Background: an optimization exercise with open tools, aiming at small area, a short achievable clock period and few clock cycles per item. Do not read the settings as production practice. Only simulation tests tie the RTL to the original design; equivalence was not proved. Power figures rest on the tool's default switching activity, not on a simulated workload.

==> run E: inputs <==
Design two_axis_attitude_pid_core, start of the top module:
module two_axis_attitude_pid_core (
   input  logic                 clock,
   input  logic                 reset,
   input  logic                 req_valid,
   output logic                 req_ready,
   input  logic signed [DW-1:0] req_current_pitch,
   input  logic signed [DW-1:0] req_current_yaw,
   input  logic signed [DW-1:0] req_target_pitch,
   input  logic signed [DW-1:0] req_target_yaw,
   input  logic signed [DW-1:0] req_pitch_rate,
   input  logic signed [DW-1:0] req_yaw_rate,
   output logic                 rsp_valid,
   input  logic                 rsp_ready,
   output logic signed [DW-1:0] rsp_pitch_torque,
   output logic signed [DW-1:0] rsp_yaw_torque,
   input  logic                 csr_valid,
   output logic                 csr_ready,
   input  logic [ADDR_W-1:0]    csr_addr,
   input  logic [DW-1:0]        csr_data
);
   function automatic logic signed [DW-1:0] sat34(input logic signed [DW+1:0] x);
      if (!x[DW+1] && (x[DW:DW-1] != 2'b00))
         sat34 = DMAX;
      else if (x[DW+1] && (x[DW:DW-1] != 2'b11))
         sat34 = DMIN;
      else
         sat34 = x[DW-1:0];
   endfunction
   logic [ND-1:0]        kp_one, kp_two, kp_neg;
   logic [ND-1:0]        ki_one, ki_two, ki_neg;
   logic [ND-1:0]        kd_one, kd_two, kd_neg;
   logic [ND-1:0]        csr_one, csr_two, csr_neg;
   logic [LIMIT_W-1:0]   lim_p_ff, lim_y_ff;
   tap_booth_enc u_enc (.b(csr_data), .one(csr_one), .two(csr_two), .neg(csr_neg));
   assign csr_ready = 1'b1;
   always_ff @(posedge clock) begin
      if (reset) begin
         kp_one   <= '0;
         kp_two   <= '0;
         kp_neg   <= '0;
         ki_one   <= '0;
         ki_two   <= '0;
         ki_neg   <= '0;
         kd_one   <= '0;
         kd_two   <= '0;
         kd_neg   <= '0;
         lim_p_ff <= LIMIT_RESET;
         lim_y_ff <= LIMIT_RESET;
      end else if (csr_valid) begin
  ...
==> flow/config.mk <==
export PLATFORM = sky130hd
export DESIGN_NAME = two_axis_attitude_pid_core
export DESIGN_NICKNAME = two_axis_attitude_pid_core
export VERILOG_FILES = /design/flow/design.v
export SDC_FILE = /design/flow/constraint.sdc
export NUM_CORES = 4
export LEC_CHECK = 0
export CAP_MARGIN = 20
export CORE_MARGIN = 2
export CORE_UTILIZATION = 55
export SETUP_SLACK_MARGIN = 0.3
export SLEW_MARGIN = 20
export SYNTH_HIERARCHICAL = 1
export SYNTH_MINIMUM_KEEP_SIZE = 0
==> flow/constraint.sdc <==
create_clock -name core_clock -period 6.5 [get_ports {clock}]
set_input_delay 1.3000 -clock core_clock [delete_from_list [all_inputs] [get_ports {clock}]]
set_output_delay 1.3000 -clock core_clock [all_outputs]
set_load 0.01 [all_outputs]
run.sh (not shown) runs the stock make flow with config.mk's settings and CLKGATE_MAP_FILE= SYNTH_SCRIPT=/design/flow/synth_recipe.tcl, a recipe that flattens the netlist after the stock synthesis.
==> run Z (differences from run E) <==
--- a/flow/design.v
+++ b/flow/design.v
@@ -2575,42 +2575,36 @@
          m2cy_ff <= m2lo[FRAC];
          m1s_ff  <= m1s[2*DW-1:FRAC];
          m1c_ff  <= m1c[2*DW-1:FRAC];
          m1cy_ff <= m1lo[FRAC];
       end
    end
    logic [2*DW-FRAC-1:0] m2q, m1q;
    logic                 m2oh, m2ol, m1oh, m1ol;
-   logic signed [DW-1:0] m2q_ff, m2qd_ff, m1q_ff;
-   logic                 m2oh_ff, m2ol_ff, m2ohd_ff, m2old_ff, m1oh_ff, m1ol_ff;
+   logic signed [DW-1:0] m2sq, m1sq;
+   logic signed [DW-1:0] m2sq_ff, m2sqd_ff, m1sq_ff;
    assign m2q  = m2s_ff + m2c_ff + {{(2*DW-FRAC-1){1'b0}}, m2cy_ff};
    assign m2oh = !m2q[2*DW-FRAC-1] && (m2q[2*DW-FRAC-2:DW-1] != '0);
    assign m2ol = m2q[2*DW-FRAC-1] && (m2q[2*DW-FRAC-2:DW-1] != '1);
    assign m1q  = m1s_ff + m1c_ff + {{(2*DW-FRAC-1){1'b0}}, m1cy_ff};
    assign m1oh = !m1q[2*DW-FRAC-1] && (m1q[2*DW-FRAC-2:DW-1] != '0);
    assign m1ol = m1q[2*DW-FRAC-1] && (m1q[2*DW-FRAC-2:DW-1] != '1);
+   assign m2sq = m2oh ? DMAX : m2ol ? DMIN : m2q[DW-1:0];
+   assign m1sq = m1oh ? DMAX : m1ol ? DMIN : m1q[DW-1:0];
    always_ff @(posedge clock) begin
       if (en) begin
-         m2q_ff   <= m2q[DW-1:0];
-         m2oh_ff  <= m2oh;
-         m2ol_ff  <= m2ol;
-         m2qd_ff  <= m2q_ff;
-         m2ohd_ff <= m2oh_ff;
-         m2old_ff <= m2ol_ff;
-         m1q_ff   <= m1q[DW-1:0];
-         m1oh_ff  <= m1oh;
-         m1ol_ff  <= m1ol;
+         m2sq_ff  <= m2sq;
+         m2sqd_ff <= m2sq_ff;
+         m1sq_ff  <= m1sq;
       end
    end
    logic signed [DW-1:0] kpq, kdq, rate4, raw4, raw_ff;
-   assign kpq   = st_ff[5] ? (m2oh_ff ? DMAX : m2ol_ff ? DMIN : m2q_ff)
-                           : (m2ohd_ff ? DMAX : m2old_ff ? DMIN : m2qd_ff);
-   assign kdq   = st_ff[5] ? (m1oh_ff ? DMAX : m1ol_ff ? DMIN : m1q_ff)
-                           : (m2oh_ff ? DMAX : m2ol_ff ? DMIN : m2q_ff);
+   assign kpq   = st_ff[5] ? m2sq_ff : m2sqd_ff;
+   assign kdq   = st_ff[5] ? m1sq_ff : m2sq_ff;
    assign rate4 = st_ff[5] ? ry_ff : rp_ff;
    assign raw4  = sat34(34'(kpq) - 34'(rate4) + 34'(kdq));
    always_ff @(posedge clock) begin
       if (en) raw_ff <= raw4;
    end
    logic signed [DW-1:0] cn_a, an, an_ff, e3_a;
    logic signed [DW+1:0] e3_ff;
    logic [55:0]          cn_s, cn_c, cn_m;
@@ -2641,17 +2635,17 @@
    logic                 gth6, lth6, gtl6, ltl6;
    logic signed [DW+1:0] rg6s, rl6s;
    localparam logic signed [DW+1:0] DMIN34 = {2'b11, DMIN};
    localparam logic signed [DW+1:0] P2_31  = 34'h0_8000_0000;
    logic                 gt6, lt6;
    logic [DW+1:0]        tv6;
    logic signed [DW-1:0] sq6, ilh6, ill6, out6, integ6;
    assign y6    = st_ff[6];
-   assign sq6   = m1oh ? DMAX : m1ol ? DMIN : m1q[DW-1:0];
+   assign sq6   = m1sq;
    assign lim6  = y6 ? lim_y_ff : lim_p_ff;
    assign lz6   = {3'b000, lim6};
    assign raw6x = {{2{raw_ff[DW-1]}}, raw_ff};
    assign rg6   = raw6x + ~lz6;           
    assign rl6   = raw6x + lz6;            
    assign su6   = m1s_ff[DW+1:0];
    assign cu6   = m1c_ff[DW+1:0];
    assign ts6 = su6 ^ cu6 ^ raw6x;
@@ -2704,24 +2698,29 @@
       if (reset) begin
          integ_p_ff <= '0;
          integ_y_ff <= '0;
       end else if (en) begin
          if (st_ff[5]) integ_p_ff <= integ6;
          if (st_ff[6]) integ_y_ff <= integ6;
       end
    end
+   logic                 igb_ff;
+   logic signed [DW-1:0] igh;
    always_ff @(posedge clock) begin
-      if (en) begin
-         if (st_ff[2])
-            ig_ff <= st_ff[5] ? integ6 : integ_p_ff;
-         else
-            ig_ff <= st_ff[6] ? integ6 : integ_y_ff;
+      if (reset) begin
+         igb_ff <= 1'b0;
+      end else if (en) begin
+         igb_ff <= st_ff[1] ? st_ff[4] : st_ff[5];
       end
    end
+   assign igh = st_ff[2] ? integ_p_ff : integ_y_ff;
+   always_ff @(posedge clock) begin
+      if (en) ig_ff <= igb_ff ? integ6 : igh;
+   end
    logic signed [DW-1:0] pt_ff, yt_ff;
    always_ff @(posedge clock) begin
       if (reset) begin
          rsp_valid_ff <= 1'b0;
       end else if (en && st_ff[6]) begin
          rsp_valid_ff <= 1'b1;
       end else if (rsp_ready) begin
          rsp_valid_ff <= 1'b0;
==> impl_metrics.py <==
metrics = {
    "final_layout": {
        "design_area_sq_um": 129000,
        "fillers": 18500,
        "final_core_util_pct": 59.4,
        "area_growth_pct": 7.42,
    },
    "worst_setup_path": {
        "critPathSlowestCell": "a211oi_1",
        "timing.rr.start": "st_ff[6]",
        "cp.required_ps": 7030,
    },
    "grt": {
        "grt_pass1_vias": 94800,
        "grt_pass1_wl_um": 639000,
        "gr-usage-met2_pct": 62.9,
    },
    "outcome": {
        "run_status": "finished clean",
    },
    "pwr": {
        "combPwrFrac_pct": 75.0,
        "internal_power_uw": 35800,
        "p_total_uw": 73100,
    },
    "hold_path": {
        "hold-path-endpoint": "kp_two[7]",
    },
    "synthesis": {
        "ys_top_cells_by_count": "fa_1, xnor2_1, nand2_1",
        "ys_seq_elements": 954,
    },
    "drt": {
        "viasPerCell": 6.47,
    },
    "placement": {
        "dp.cells": 14200,
    },
    "sta": {
        "clock.fmax_mhz": 164,
    },
}
Source of the figures above: run Z

==> impl_metrics.py <==
metrics = {
    "final_layout": {
        "design_area_sq_um": 129000,
        "fillers": 18400,
    },
    "outcome": {
        "run_status": "finished clean",
    },
    "synthesis": {
        "ys_seq_elements": 959,
        "ys_top_cells_by_count": "fa_1, xnor2_1, nand2_1",
    },
    "hold_path": {
        "hold-path-endpoint": "ki_neg[5]",
    },
    "worst_setup_path": {
        "critPathSlowestCell": "fa_1",
    },
    "pwr": {
        "p_total_uw": 79800,
        "combPwrFrac_pct": 76.1,
    },
    "drt": {
        "viasPerCell": 6.49,
    },
    "sta": {
        "clock.fmax_mhz": 163,
    },
    "grt": {
        "grt_pass1_vias": 95100,
    },
}
Source of the figures above: run E

Testbench counts of run E, summed over its fixed seeds: cycles 5,920, items 1,920.
Testbench counts of run Z, summed over its fixed seeds: cycles 5,920, items 1,920.

## what the ideal ports hide
No port has a modelled driver above. Below, the same layouts with a new extraction and two added sets of constraints.
Step 1: set_driving_cell puts a clkbuf_16 on clock and a buf_2 on each other input, an assumption about the parent block.
Step 2 moves the port delays by t, midway between the first and last clock arrival at a register: inputs arrive t later, outputs are due t later. That takes back most of the time a late clock gives input paths.
Slacks: ideal / step 1 / step 2; pairs: ideal / step 1.
| run | t (ns) | setup slack, ns | worst setup path after step 2 |
|---|---|---|---|
| run E | 0.877 | 0.370 / 0.370 / 0.288 | input to register |
| run Z | 0.867 | 0.419 / 0.419 / 0.099 | input to register |
After both steps every run listed still meets setup and hold. The setup slack of run Z, which loses most, moves by 0.000 ns with the drivers and by -0.320 ns with both steps.
